What follows belongs to an exercise in optimizing a design on an open flow for small area; a production flow would make more cautious choices.
In this exercise RTL edits were held to simulation tests only and were not proved equivalent to the original.
Power is estimated from default activity; no workload was simulated. The clock port is modelled as an ideal driver; clocking choices that lean on that would not hold on a real chip.

run 1:
==> flow/design.v <==
module cpu_multicycle #(
  parameter int DW   = 32,
  parameter int NREG = 32,
  parameter int PCW  = 8
) (
  input  logic             clk,
  input  logic             clrn,
  output logic             imem_req,
  output logic [PCW-1:0]   imem_addr,
  input  logic             imem_valid,
  input  logic [31:0]      imem_inst,
  output logic [PCW-1:0]   pc,
  output logic [DW-1:0]    alu_out,
  output logic             zf_out,
  output logic             sf_out,
  output logic             cf_out,
  output logic             retire,
  output logic             halted
);
  localparam logic [2:0] S_FETCH = 3'd0;
  localparam logic [2:0] S_EXEC  = 3'd1;
  localparam logic [2:0] S_PASS  = 3'd2;
  localparam logic [2:0] S_SH1   = 3'd3;
  localparam logic [2:0] S_SH2   = 3'd4;
  localparam logic [2:0] S_RET   = 3'd5;
  localparam logic [2:0] S_HALT  = 3'd6;
  logic [2:0]  st;
  logic [4:0]  ph;
  logic        clr_q;
  logic        req_q;
  logic [7:0]  pc_q;
  logic [31:0] ir;
  logic [4:0]  q_ph;
  logic [4:0]  s_q;
  logic        inst_sh;
  logic [31:0] alu_q;
  logic        zf_q, sf_q, cf_q;
  logic        c_q, z_acc, mb_q;
  logic [30:0] dl;
  logic [30:0] tl;
  logic [5:0] op;
  logic is_add, is_sub, is_and, is_or, is_xor, is_shl, is_shr;
  logic is_addi, is_andi, is_ori, is_alu, is_sh, is_halt, is_imm, is_arith;
  assign op       = ir[31:26];
  assign is_add   = (op == 6'h00);
  assign is_sub   = (op == 6'h01);
  assign is_and   = (op == 6'h02);
  assign is_or    = (op == 6'h03);
  assign is_xor   = (op == 6'h04);
  assign is_shl   = (op == 6'h05);
  assign is_shr   = (op == 6'h06);
  assign is_addi  = (op == 6'h08);
  assign is_andi  = (op == 6'h09);
  assign is_ori   = (op == 6'h0A);
  assign is_halt  = (op == 6'h3F);
  assign is_imm   = is_addi | is_andi | is_ori;
  assign is_arith = is_add | is_sub | is_addi;
  assign is_alu   = is_arith | is_and | is_or | is_xor | is_andi | is_ori;
  assign is_sh    = is_shl | is_shr;
  logic [31:0] col0;
  logic [31:1] we;
  logic        wbit, wr_en;
  logic        ra_bit, rb_bit;
  logic [4:0]  rc_idx;
  assign rc_idx  = ir[25:21];
  assign col0[0] = 1'b0;
  logic [3:0] pre_lo;
  logic [7:0] pre_hi;
  always_comb begin
    for (int k = 0; k < 4; k++) pre_lo[k] = clr_q | (rc_idx[1:0] == 2'(k));
    for (int k = 0; k < 8; k++) pre_hi[k] = clr_q | (wr_en & (rc_idx[4:2] == 3'(k)));
  end
  genvar g;
  for (g = 1; g < 32; g++) begin : g_rf
    logic [31:0] r;
    assign we[g] = pre_lo[g % 4] & pre_hi[g / 4];
    always_ff @(posedge clk) r <= {(we[g] ? wbit : r[0]), r[31:1]};
    assign col0[g] = r[0];
  end
  assign ra_bit = col0[ir[20:16]] & ~clr_q;
  assign rb_bit = col0[ir[15:11]] & ~clr_q;
  logic first, alu_go, alu_run;
  logic imm_bit, b, bx, cin, sum, cout, alu_res;
  assign first   = (st == S_EXEC);
  assign alu_go  = first & is_alu & (ph == 5'd0);
  assign alu_run = alu_go | (st == S_PASS);
  assign imm_bit = ph[4] ? (is_addi & ir[15]) : ir[ph[3:0]];
  assign b       = is_imm ? imm_bit : rb_bit;
  assign bx      = b ^ is_sub;
  assign cin     = first ? is_sub : c_q;
  assign sum     = ra_bit ^ bx ^ cin;
  assign cout    = (ra_bit & bx) | (cin & (ra_bit ^ bx));
  always_comb begin
    if (is_and | is_andi)     alu_res = ra_bit & b;
    else if (is_or | is_ori)  alu_res = ra_bit | b;
    else if (is_xor)          alu_res = ra_bit ^ b;
    else                      alu_res = sum;
  end
  logic [4:0]  s_eff, d_a, d_b;
  logic [31:0] taps;
  logic        nz, tap_a, tap_b, lt_a, mask_b, sh_a, sh_b, last;
  for (g = 0; g < 5; g++) begin : g_s
    assign s_eff[g] = (ph == 5'(g)) ? rb_bit : s_q[g];
  end
  assign nz    = |s_eff;
  assign d_a   = is_shl ? s_eff : (5'd0 - s_eff);
  assign d_b   = q_ph + d_a;
  assign taps  = {dl, ra_bit};
  assign tap_a = taps[d_a];
  assign tap_b = taps[d_b];
  assign lt_a  = (ph < d_a);
  assign mask_b = (mb_q & nz) ^ ((ph == d_b) & nz);
  assign sh_a  = tap_a & ~(is_shl ? lt_a : (nz & ~lt_a));
  assign sh_b  = tap_b & ~mask_b;
  assign last  = ((ph + 5'd1) == q_ph);
  logic res_a, res_b, sh_run;
  assign sh_run = (st == S_SH2);
  assign res_a  = is_sh ? sh_a : alu_res;
  assign res_b  = is_sh ? sh_b : alu_res;
  assign wr_en  = alu_run | sh_run;
  assign wbit   = res_a & ~clr_q;
  logic c_next, zcur, cf_val, commit;
  assign c_next = alu_run ? cout : ((sh_run & (ph == 5'd0)) ? (tap_a & nz) : c_q);
  assign zcur   = (first ? 1'b1 : z_acc) & ~res_b;
  assign cf_val = is_arith ? (cout ^ is_sub) : (is_shl & c_next);
  assign commit = ((st == S_PASS) & (ph == 5'd31)) | (sh_run & last);
  logic fetch_done, taken;
  logic [7:0] npc;
  assign fetch_done = (st == S_FETCH) & req_q & imem_valid;
  always_comb begin
    case (op)
      6'h10:   taken = 1'b1;
      6'h11:   taken = zf_q;
      6'h12:   taken = sf_q;
      6'h13:   taken = cf_q;
      default: taken = 1'b0;
    endcase
  end
  assign npc = taken ? ir[25:18] : (pc_q + 8'd1);
  always_ff @(posedge clk or negedge clrn) begin
    if (!clrn) begin
      st    <= S_FETCH;
      ph    <= 5'd0;
      clr_q <= 1'b1;
      req_q <= 1'b1;
      pc_q  <= 8'd0;
      alu_q <= 32'd0;
      zf_q  <= 1'b0;
      sf_q  <= 1'b0;
      cf_q  <= 1'b0;
    end else begin
      ph <= ph + 5'd1;
      if (ph == 5'd31) clr_q <= 1'b0;
      case (st)
        S_FETCH: if (fetch_done) begin
          req_q <= 1'b0;
          st    <= S_EXEC;
        end
        S_EXEC: begin
          if (is_halt)       st <= S_HALT;
          else if (is_sh)    st <= S_SH1;
          else if (is_alu)   begin if (ph == 5'd0) st <= S_PASS; end
          else               st <= S_RET;
        end
        S_PASS: if (ph == 5'd31) st <= S_RET;
        S_SH1:  if (last) st <= S_SH2;
        S_SH2:  if (last) st <= S_RET;
        S_RET: begin
          pc_q  <= npc;
          req_q <= 1'b1;
          st    <= S_FETCH;
        end
        default: st <= S_HALT;
      endcase
      if (commit) begin
        alu_q <= {res_b, tl};
        zf_q  <= zcur;
        sf_q  <= res_b;
        cf_q  <= cf_val;
      end
    end
  end
  assign inst_sh = (imem_inst[31:26] == 6'h05) | (imem_inst[31:26] == 6'h06);
  assign q_ph    = ir[4:0];
  assign s_q     = ir[9:5];
  always_ff @(posedge clk) begin
    if (fetch_done) begin
      ir[31:10] <= imem_inst[31:10];
      ir[4:0]   <= inst_sh ? ph : imem_inst[4:0];
    end
    for (int k = 0; k < 5; k++)
      if (fetch_done) ir[5+k] <= imem_inst[5+k];
      else if (is_sh & (ph == 5'(k))) ir[5+k] <= rb_bit;
    c_q   <= c_next;
    z_acc <= (st == S_SH1) ? 1'b1 : zcur;
    mb_q  <= (st == S_SH1) ? is_shl : mask_b;
    dl    <= {dl[29:0], ra_bit};
    tl    <= {res_b, tl[30:1]};
  end
  assign imem_req  = req_q & clrn;
  assign imem_addr = pc_q;
  assign pc        = pc_q;
  assign alu_out   = alu_q;
  assign zf_out    = zf_q;
  assign sf_out    = sf_q;
  assign cf_out    = cf_q;
  assign retire    = (st == S_RET);
  assign halted    = (st == S_HALT);
endmodule
module cpu_top (
  input  logic        clk,
  input  logic        clrn,
  output logic        imem_req,
  output logic [7:0]  imem_addr,
  input  logic        imem_valid,
  input  logic [31:0] imem_inst,
  output logic [7:0]  pc,
  output logic [31:0] alu_out,
  output logic        zf_out,
  output logic        sf_out,
  output logic        cf_out,
  output logic        retire,
  output logic        halted
);
  cpu_multicycle #(.DW(32), .NREG(32), .PCW(8)) u_core (
    .clk       (clk),
    .clrn      (clrn),
    .imem_req  (imem_req),
    .imem_addr (imem_addr),
    .imem_valid(imem_valid),
    .imem_inst (imem_inst),
    .pc        (pc),
    .alu_out   (alu_out),
    .zf_out    (zf_out),
    .sf_out    (sf_out),
    .cf_out    (cf_out),
    .retire    (retire),
    .halted    (halted)
  );
endmodule
export LEC_CHECK = 0
export ABC_AREA = 1
export CAP_MARGIN = 20
export CORE_MARGIN = 2
export CORE_UTILIZATION = 55
export PLACE_DENSITY = 0.8
export SLEW_MARGIN = 20
create_clock -name core_clock -period 10.0 [get_ports {clk}]
standard.sh (not shown) runs the stock make flow with config.mk's settings and CLKGATE_MAP_FILE= SYNTH_SCRIPT=/design/flow/synth_recipe.tcl, a recipe that flattens the netlist after the stock synthesis.
==> flow/flow/run.sh <==
#!/bin/bash
# Standard ORFS layout with two changes: ports are buffered with the
# smallest buffer, and clock-tree synthesis uses large sink clusters without
# dummy loads. Each step's output goes to its own log in this folder.
set -euo pipefail
export BUFFER_PORTS_ARGS="-buffer_cell sky130_fd_sc_hd__buf_1"
export CTS_ARGS="-sink_clustering_enable -repair_clock_nets -dont_use_dummy_load -sink_clustering_size 35 -sink_clustering_max_diameter 50 -buf_list {sky130_fd_sc_hd__clkbuf_16}"
bash standard.sh synth > synth.log 2>&1
bash standard.sh floorplan > floorplan.log 2>&1
bash standard.sh place > place.log 2>&1
bash standard.sh cts > cts.log 2>&1
bash standard.sh finish > finish.log 2>&1
Input-level comparison between run 2 and run 1:
==> flow/flow/run.sh <==
#!/bin/bash
# Standard ORFS layout with two changes: ports are buffered with the
# smallest buffer, and clock-tree synthesis uses large sink clusters without
# dummy loads. Each step's output goes to its own log in this folder.
set -euo pipefail
export BUFFER_PORTS_ARGS="-buffer_cell sky130_fd_sc_hd__buf_1"
export CTS_ARGS="-sink_clustering_enable -repair_clock_nets -dont_use_dummy_load -sink_clustering_size 20 -sink_clustering_max_diameter 40 -buf_list {sky130_fd_sc_hd__clkbuf_8}"
bash standard.sh synth > synth.log 2>&1
bash standard.sh floorplan > floorplan.log 2>&1
bash standard.sh place > place.log 2>&1
bash standard.sh cts > cts.log 2>&1
bash standard.sh finish > finish.log 2>&1
### Flow results
| clock latency of the later-clocked register in the worst-skew pair | run 2 vs run 1 | 0.06 ns higher |
Compared run 2 vs run 1, and largest vdd supply drop is down in run 2.
Higher final instance area among run 1 and run 2: run 1
Looking at H-tree level count, run 2 sits 1 above run 1.
Diff run 1 -> run 2 | first-pass GRT wire length | down by a few percent
Input-level comparison between run 3 and run 2:
==> flow/flow/run.sh <==
#!/bin/bash
# Standard ORFS layout with two changes: ports are buffered with the
# smallest buffer, and clock-tree synthesis uses large sink clusters without
# dummy loads. Each step's output goes to its own log in this folder.
set -euo pipefail
export BUFFER_PORTS_ARGS="-buffer_cell sky130_fd_sc_hd__buf_1"
export CTS_ARGS="-sink_clustering_enable -repair_clock_nets -dont_use_dummy_load -sink_clustering_size 35 -sink_clustering_max_diameter 60 -buf_list {sky130_fd_sc_hd__clkbuf_16}"
bash standard.sh synth > synth.log 2>&1
bash standard.sh floorplan > floorplan.log 2>&1
bash standard.sh place > place.log 2>&1
bash standard.sh cts > cts.log 2>&1
bash standard.sh finish > finish.log 2>&1
Findings:
Per the final summary, run 3 finished and its layout is clean on timing, DRC and antenna. Number of buffers and inverters on the critical path: run 3 vs run 2 down 1. On global-route usage, run 3 tracks run 2 almost exactly. Compared with run 2, run 3 shows a higher sequential share of layout area. There was hardly any difference in number of vias per cell after detailed routing between run 2 and run 3. Compared with run 2, run 3 shows a count of clock-buffer cells in the layout that is 48 lower. The initial antenna violation count number comes out lower for run 3 vs run 2. ~same die area in run 2 and run 3. Re clock power: run 2 and run 3 aren't equal, and the lower value belongs to run 3. Side by side, final worst-path setup slack turned out lower in run 3 than in run 2.

* * *

Another version of the RTL of cpu_top (not shown whole).
Size in the first run: ~2100 cells after synthesis, ~89 I/O pins, ~28000 um^2 of cells after synthesis.
Design cpu_top, start of the top module:
module cpu_top (
  input  logic        clk,
  input  logic        clrn,
  output logic        imem_req,
  output logic [7:0]  imem_addr,
  input  logic        imem_valid,
  input  logic [31:0] imem_inst,
  output logic [7:0]  pc,
  output logic [31:0] alu_out,
  output logic        zf_out,
  output logic        sf_out,
  output logic        cf_out,
  output logic        retire,
  output logic        halted
);
Settings: LEC_CHECK=0, ABC_AREA=1, CAP_MARGIN=20, CORE_MARGIN=2, CORE_UTILIZATION=30, SLEW_MARGIN=20; clock period 10.0 ns.
run.sh (not shown) runs the stock make flow with config.mk's settings and CLKGATE_MAP_FILE= SYNTH_SCRIPT=/design/flow/synth_recipe.tcl, a recipe that flattens the netlist after the stock synthesis.
Stock flow here: none of the scripts above is used.
The first run passed the timing, DRC and antenna checks.
Next try:
- ABC_AREA: 1 -> not set
The new run finished with timing, DRC and antenna clean.
Flip-flop and latch count is unchanged.
Setup slack is worse by 1300 ps.
Power grows by 0.51%.
Final area decreases by 0.34%.
Wire length went up by 1.5%.
Register-to-register slack loses 1500 ps.
Next try:
==> flow/flow/run.sh (new file) <==
#!/bin/bash
# Standard ORFS layout, with clock-tree synthesis told to use large sink
# clusters and no dummy loads. Each tool's output goes to its own log here.
set -euo pipefail
export CTS_ARGS="-sink_clustering_enable -repair_clock_nets -dont_use_dummy_load -sink_clustering_size 30 -sink_clustering_max_diameter 60 -buf_list {sky130_fd_sc_hd__clkbuf_16}"
bash standard.sh synth > synth.log 2>&1
bash standard.sh floorplan > floorplan.log 2>&1
bash standard.sh place > place.log 2>&1
bash standard.sh cts > cts.log 2>&1
bash standard.sh finish > finish.log 2>&1
==> flow/standard.sh (new file) <==
#!/bin/bash
# synth_recipe.tcl (not shown) runs the flow's synth.tcl, then flattens the netlist and writes it again
# the make line also repeats each setting of config.mk as NAME=value (left out here)
make -C /OpenROAD-flow-scripts/flow DESIGN_CONFIG=/design/flow/config.mk WORK_HOME=/design/flow/orfs CLKGATE_MAP_FILE= SYNTH_SCRIPT=/design/flow/synth_recipe.tcl "${@:-finish}"
removed: flow/run.sh
The new run finished with timing, DRC and antenna clean.
Worst hold slack is worse by 30 ps.
Setup slack loses 16 ps.
Via count falls by 3.4%.
Routed wire length drops by 3.7%.
Next try:
--- a/flow/flow/run.sh
+++ b/flow/flow/run.sh
@@ -4,3 +4,4 @@
 set -euo pipefail
-export CTS_ARGS="-sink_clustering_enable -repair_clock_nets -dont_use_dummy_load -sink_clustering_size 30 -sink_clustering_max_diameter 60 -buf_list {sky130_fd_sc_hd__clkbuf_16}"
+export BUFFER_PORTS_ARGS="-buffer_cell sky130_fd_sc_hd__buf_1"
+export CTS_ARGS="-sink_clustering_enable -repair_clock_nets -dont_use_dummy_load -sink_clustering_size 25 -sink_clustering_max_diameter 50 -buf_list {sky130_fd_sc_hd__clkbuf_8 sky130_fd_sc_hd__clkbuf_16}"
 bash standard.sh synth > synth.log 2>&1
Worst setup slack is worse by 710 ps.
Total power climbs by 7.7%.
First-iteration DRC count hardly moves.
Sequential share of layout area drops by 0.21 points.

* * *

== run A ==
Another version of the RTL of cpu_top (not shown whole).
For scale: roughly 1,700 cells after synthesis, ~89 I/O pins.
==> flow/config.mk <==
export PLATFORM = sky130hd
export DESIGN_NAME = cpu_top
export DESIGN_NICKNAME = cpu_top
export VERILOG_FILES = /design/flow/design.v
export SDC_FILE = /design/flow/constraint.sdc
export NUM_CORES = 4
export LEC_CHECK = 0
export CAP_MARGIN = 20
export CORE_MARGIN = 2
export CORE_UTILIZATION = 45
export PLACE_DENSITY = 0.7
export SLEW_MARGIN = 20
==> flow/constraint.sdc <==
create_clock -name core_clock -period 10.0 [get_ports {clk}]
set_input_delay 2.0000 -clock core_clock [delete_from_list [all_inputs] [get_ports {clk}]]
set_output_delay 2.0000 -clock core_clock [all_outputs]
set_load 0.01 [all_outputs]
standard.sh (not shown) runs the stock make flow with config.mk's settings and CLKGATE_MAP_FILE= SYNTH_SCRIPT=/design/flow/synth_recipe.tcl, a recipe that flattens the netlist after the stock synthesis.
==> flow/flow/run.sh <==
#!/bin/bash
# ORFS layout with three changes from the standard one:
#  - synthesis is the standard synthesis script, except that Yosys's abc
#    pass maps the logic with the area-oriented ABC script flow/area.abc;
#  - ports are buffered with the smallest buffer;
#  - clock-tree synthesis uses large sink clusters and no dummy loads.
# Each step's full output goes to its own log file in this folder.
set -euo pipefail
here=$(pwd)
export BUFFER_PORTS_ARGS="-buffer_cell sky130_fd_sc_hd__buf_1"
export CTS_ARGS="-sink_clustering_enable -repair_clock_nets -dont_use_dummy_load -sink_clustering_size 32 -sink_clustering_max_diameter 100 -buf_list {sky130_fd_sc_hd__clkbuf_16}"
export AREA_ABC_SCRIPT="$here/flow/area.abc"
{
  echo 'proc abc {args} { set i [lsearch -exact $args -script]; if {$i >= 0} { lset args [expr {$i + 1}] $::env(AREA_ABC_SCRIPT) }; yosys abc {*}$args }'
  cat synth_recipe.tcl
} > area_synth.tcl
sed "s#SYNTH_SCRIPT=[^ ]*#SYNTH_SCRIPT=$here/area_synth.tcl#" standard.sh > area_standard.sh
bash area_standard.sh synth > synth.log 2>&1
bash standard.sh floorplan > floorplan.log 2>&1
bash standard.sh place > place.log 2>&1
bash standard.sh cts > cts.log 2>&1
bash standard.sh finish > finish.log 2>&1
==> flow/flow/area.abc <==
strash
fraig
dch -f
amap
topo
For run B, these inputs were changed with respect to run A:
Settings: PLACE_DENSITY: 0.7 -> 0.9; CORE_UTILIZATION: 45 -> 65.
### Flow results
Looking at the reports, run B completed the entire flow and the layout it produced met the timing, DRC and antenna checks.
Run B ends up with higher average routed wire per standard cell than run A does.
Between run B and run A, routed wire length is higher for run B, run A comes in under that.
Comparing the two runs side by side, run B comes out behind run A on estimated wirelength of the detail-placed design.
Cell area | run B vs run A | run B smaller
For portion of the layout cell area used by clock cells, run B and run A come out practically identical.
Changes in run C relative to run B:
Settings: changing CORE_UTILIZATION from 65 to 55; changing PLACE_DENSITY from 0.9 to 0.8.
-- flow/flow/run.sh --
<<< run B, line 11
export CTS_ARGS="-sink_clustering_enable -repair_clock_nets -dont_use_dummy_load -sink_clustering_size 32 -sink_clustering_max_diameter 100 -buf_list {sky130_fd_sc_hd__clkbuf_16}"
>>> run C, line 11
export CTS_ARGS="-sink_clustering_enable -repair_clock_nets -dont_use_dummy_load -sink_clustering_size 30 -sink_clustering_max_diameter 100 -buf_list {sky130_fd_sc_hd__clkbuf_16}"
[summary]
- Run C and run B ended up with nearly the same share of the final layout cell area in multi-input gates.
- Comparing initial antenna violation count for run C and run B, the bigger number came from run B.
- On core utilization of the finished layout: run C sits below run B.
- For the cell area, run C came in 140 sq um higher than run B did.
- Summary of run C over run B: number of buffers outside the clock class in the layout went up, die area went up, clock buffer count from CTS went up.
- Diff run B -> run C: wire length went down; global routing usage on met1 went down.
- From run B to run C the numbers moved as follows: power after layout higher, number of cells after detailed placement higher.
Input-level comparison between run D and run C:
-- flow/flow/run.sh --
<<< run C, line 11
export CTS_ARGS="-sink_clustering_enable -repair_clock_nets -dont_use_dummy_load -sink_clustering_size 30 -sink_clustering_max_diameter 100 -buf_list {sky130_fd_sc_hd__clkbuf_16}"
>>> run D, line 11
export CTS_ARGS="-sink_clustering_enable -repair_clock_nets -dont_use_dummy_load -sink_clustering_size 32 -sink_clustering_max_diameter 100 -buf_list {sky130_fd_sc_hd__clkbuf_16}"
[summary]
Synthesized area: run C vs run D identical. Final hold slack, run D and run C, lower one = run D. On via count, run D and run C are neck and neck. As far as reported net switching power is concerned, run D and run C perform about the same.

==> port drivers added, routing unchanged <==
The flow's constraints put no driver on any port. The routed layouts listed below were extracted and timed again, unchanged, in two steps.
Step 1, drivers: a clkbuf_16 drives clk and a buf_2 each remaining input, both assumed.
Step 2, shift: input delay + t, output delay - t, t = (earliest + latest rising clock arrival at the registers) / 2. This alone moves slack from input paths to output paths.
Slacks: no drivers / after step 1 / after step 2; pairs: no drivers / after step 1.
| run | t, ns | slack for setup (ns) | slew at the worst register clock pin (ns) | cell pins on the clock port's net |
|---|---|---|---|---|
| run 1 | 0.655 | 4.449 / 4.449 / 4.449 | 0.12 / 0.12 | 1 |
| run 2 | 0.706 | 4.475 / 4.475 / 4.475 | 0.11 / 0.11 | 1 |
| run 3 | 0.652 | 4.423 / 4.423 / 4.423 | 0.12 / 0.12 | 1 |
| the first run of note 2 | 0.690 | 4.590 / 4.568 / 4.568 | 0.07 / 0.07 | 1 |
| the second run of note 2 | 0.701 | 3.306 / 3.306 / 3.306 | 0.07 / 0.07 | 1 |
| the third run of note 2 | 0.650 | 3.290 / 3.290 / 3.290 | 0.10 / 0.10 | 1 |
| the fourth run of note 2 | 0.651 | 2.583 / 2.583 / 2.583 | 0.09 / 0.09 | 1 |
| run A | 0.639 | 3.002 / 3.002 / 3.002 | 0.11 / 0.11 | 1 |
| run B | 0.648 | 3.043 / 3.043 / 3.043 | 0.12 / 0.12 | 1 |
| run C | 0.637 | 2.639 / 2.639 / 2.639 | 0.11 / 0.11 | 1 |
| run D | 0.645 | 2.740 / 2.740 / 2.740 | 0.12 / 0.12 | 1 |
After both steps setup and hold are still met in every run listed. For the first run of note 2, which loses most, drivers alone change the setup slack by -0.022 ns; drivers and shift together by -0.022 ns.
